From an optimization exercise on the open Yosys and OpenROAD flow, aimed at small area, a short achievable clock period and few clock cycles per item; shortcuts taken in it are not production practice.
The RTL was checked by simulation tests, not by an equivalence proof against the original design.

==> build 52 <==
## earliest_free_server_dispatcher_unit
module earliest_free_server_dispatcher_unit #(
  parameter int unsigned NUM_SERVERS = efsd_pkg::NUM_SERVERS_DEF
) (
  input  logic                              clk_i,
  input  logic                              rst_ni,
  input  logic                              req_valid,
  output logic                              req_ready,
  input  logic [efsd_pkg::ARRIVAL_W-1:0]    req_arrival_time,
  input  logic [efsd_pkg::DUR_W-1:0]        req_service_duration,
  output logic                              rsp_valid,
  input  logic                              rsp_ready,
  output logic [efsd_pkg::SERVER_W-1:0]     rsp_assigned_server,
  output logic [efsd_pkg::WAIT_W-1:0]       rsp_wait_time,
  output logic [efsd_pkg::TOTAL_W-1:0]      rsp_total_wait,
  output logic [efsd_pkg::COUNT_W-1:0]      rsp_long_wait_count,
  output logic [efsd_pkg::COUNT_W-1:0]      rsp_requests_seen,
  input  logic                              psel,
  input  logic                              penable,
  input  logic                              pwrite,
  input  logic [efsd_pkg::APB_ADDR_W-1:0]   paddr,
  input  logic [efsd_pkg::APB_DATA_W-1:0]   pwdata,
  output logic [efsd_pkg::APB_DATA_W-1:0]   prdata,
  output logic                              pready
);
make LEC_CHECK=0 CAP_MARGIN=20 CELL_PAD_IN_SITES_DETAIL_PLACEMENT=1 CELL_PAD_IN_SITES_GLOBAL_PLACEMENT=2 CORE_MARGIN=2 CORE_UTILIZATION=25 GPL_ROUTABILITY_DRIVEN=1 PLACE_DENSITY=0.45 SETUP_SLACK_MARGIN=5 SLEW_MARGIN=20 finish   # period 10.0 ns
run.sh (not shown) runs the stock make flow with config.mk's settings and CLKGATE_MAP_FILE= SYNTH_SCRIPT=/design/flow/synth_recipe.tcl, a recipe that flattens the netlist after the stock synthesis.
==> trial 39 (differences from build 52) <==
--- a/flow/design.v
+++ b/flow/design.v
@@ -130,13 +130,12 @@
   logic [DW-1:0]       b_dur_q;
   logic                a_vld_q;
   logic [AW-1:0]       a_arr_q;
   logic [DW-1:0]       a_dur_q;
   logic [NS-1:0]       a_first_q;         
   logic                a_any_q;           
-  logic                s_vld_q;
   logic                o_vld_q;
   logic                mv;                
   logic                proc;              
   logic                a_take;            
   logic                req_acc;
   logic [AW-1:0]       n_arr;             
@@ -149,24 +148,22 @@
   assign n_arr   = b_vld_q ? b_arr_q : req_arrival_time;
   assign n_dur   = b_vld_q ? b_dur_q : req_service_duration;
   always_ff @(posedge clk_i or negedge rst_ni) begin
     if (!rst_ni) begin
       b_vld_q <= 1'b0;
       a_vld_q <= 1'b0;
-      s_vld_q <= 1'b0;
       o_vld_q <= 1'b0;
     end else begin
       if (a_take) begin
         a_vld_q <= b_vld_q || req_acc;
         b_vld_q <= 1'b0;
       end else if (req_acc) begin
         b_vld_q <= 1'b1;
       end
       if (mv) begin
-        s_vld_q <= a_vld_q;
-        o_vld_q <= s_vld_q;
+        o_vld_q <= a_vld_q;
       end
     end
   end
   always_ff @(posedge clk_i) begin
     if (req_acc && !a_take) begin
       b_arr_q <= req_arrival_time;
@@ -292,39 +289,49 @@
             else if (pick_oh[j]) ord_q[i][j] <= !lt_v[i];
           end
         end
       end
     end
   end
-  logic [SW-1:0]       s_srv_q;
-  logic [WW-1:0]       s_wait_q;
   logic [SW-1:0]       o_srv_q;
   logic [WW-1:0]       o_wait_q;
   logic [TW-1:0]       total_q;
   logic [CW-1:0]       long_q;
   logic [CW-1:0]       cnt_q;
-  logic [TW:0]         total_sum;
+  logic [TW:0]         t_x;               
+  logic [TW:0]         t_y;
+  logic [TW:0]         t_z;
+  logic [TW:0]         t_s;
+  logic [TW:0]         t_c;
+  logic [TW:0]         total_sum;         
+  logic [AW:0]         arr_thr;           
   logic [1:0]          long_lg;
-  assign long_lg   = cmp_lg(s_wait_q, {{(WW-efsd_pkg::THRESH_W){1'b0}}, thresh_q});
-  assign total_sum = {1'b0, total_q} + {{(TW+1-WW){1'b0}}, s_wait_q};
+  always_comb begin
+    t_x = {1'b0, total_q};
+    t_y = a_any_q ? '0 : {{(TW+1-BW){1'b0}}, best_q};
+    t_z = a_any_q ? '1 : ~{{(TW+1-AW){1'b0}}, a_arr_q};
+    t_s = t_x ^ t_y ^ t_z;
+    t_c = (t_x & t_y) | (t_x & t_z) | (t_y & t_z);
+    total_sum = t_s + {t_c[TW-1:0], 1'b1};
+  end
+  assign arr_thr = {1'b0, a_arr_q} + {{(AW+1-efsd_pkg::THRESH_W){1'b0}}, thresh_q};
+  assign long_lg = cmp_lg(best_q, {{(BW-AW-1){1'b0}}, arr_thr});
   always_ff @(posedge clk_i) begin
-    if (mv) begin
-      s_srv_q  <= pick_idx;
-      s_wait_q <= wait_val;
-      o_srv_q  <= s_srv_q;
-      o_wait_q <= s_wait_q;
+    if (proc) begin
+      o_srv_q  <= pick_idx;
+      o_wait_q <= wait_val;
     end
   end
   always_ff @(posedge clk_i or negedge rst_ni) begin
     if (!rst_ni) begin
       total_q <= '0;
       long_q  <= '0;
       cnt_q   <= '0;
-    end else if (mv && s_vld_q) begin
+    end else if (proc) begin
       total_q <= total_sum[TW] ? '1 : total_sum[TW-1:0];
-      if (long_lg[0] && long_q != '1) begin
+      if (!a_any_q && long_lg[0] && long_q != '1) begin
         long_q <= long_q + CW'(1);
       end
       if (cnt_q != '1) begin
         cnt_q <= cnt_q + CW'(1);
       end
     end
CELL_PAD_IN_SITES_DETAIL_PLACEMENT = not set   (was 1)
CELL_PAD_IN_SITES_GLOBAL_PLACEMENT = not set   (was 2)
CORE_UTILIZATION = 30   (was 25)
GPL_ROUTABILITY_DRIVEN = not set   (was 1)
PLACE_DENSITY = not set   (was 0.45)
==> qor summary <==
| quantity | trial 39 | build 52 |
|---|---|---|
| Crit Reg-Reg Endpoint | best_q[15]$_DFF_PN0_ | best_q[17]$_DFF_PN0_ |
| GR Util met2 | 50.0% | 53.6% |
| Width of the die | 504 µm | 549 µm |
| Register fraction of the total cell area | 29.5% | 30.0% |
| Slew headroom | 15.4% | 15.9% |
| Xor/xnor share of the synthesized area | 1.97% | 1.52% |
| Share of synthesized cell area in and, or, nand and nor gates | 13.2% | 13.9% |
| Synthesis-to-finish area growth | 25.2% | 29.4% |
| Estimated wirelength of the detail-placed design | 343000 µm | 401000 µm |
| Run status | finished clean | finished clean |
| Post-layout nets | 9270 | 9114 |
| Count of clock-net buffers in the final layout | 184 | 199 |
| Total Wirelength | 466000 µm | 547000 µm |
| Core outline area | 249000 µm² | 296000 µm² |
| Data-path buffer share of cell area in the final layout | 8.87% | 10.1% |
| Number of global-route vias before repair | 71800 | 74700 |
Testbench counts of build 52, summed over its fixed seeds: cycles 3,296, items 3,200.
Testbench counts of trial 39, summed over its fixed seeds: cycles 3,264, items 3,200.

## afterwards: timing with drivers on the ports
How much do the figures lean on ideal ports? The routed layouts below were timed once more, with nothing changed but the port constraints.
Step 1 sets driving cells, clkbuf_16 on the clock port and buf_2 on the other inputs (assumed; they add their load-dependent delay and slew).
Step 2 also shifts input and output timing later by t, the mid clock arrival at the registers, as if the neighbouring blocks saw the same clock.
a / b / c = no drivers / after step 1 / after step 2; a / b = the first two.
| run | shift t [ns] | setup WS [ns] | hold slack, ns | slew at the worst register clock pin (ns) | worst slew at a driven data input, ns |
|---|---|---|---|---|---|
| build 52 | 0.976 | 4.221 / 4.239 / 3.311 | 0.421 / 0.421 / 0.421 | 0.07 / 0.07 | 0.07 |
| trial 39 | 0.954 | 4.086 / 4.093 / 3.172 | 0.471 / 0.471 / 0.471 | 0.07 / 0.07 | 0.09 |
After both steps setup and hold are still met in every run listed. For trial 39, which loses most, drivers alone change the setup slack by +0.007 ns; drivers and shift together by -0.914 ns.
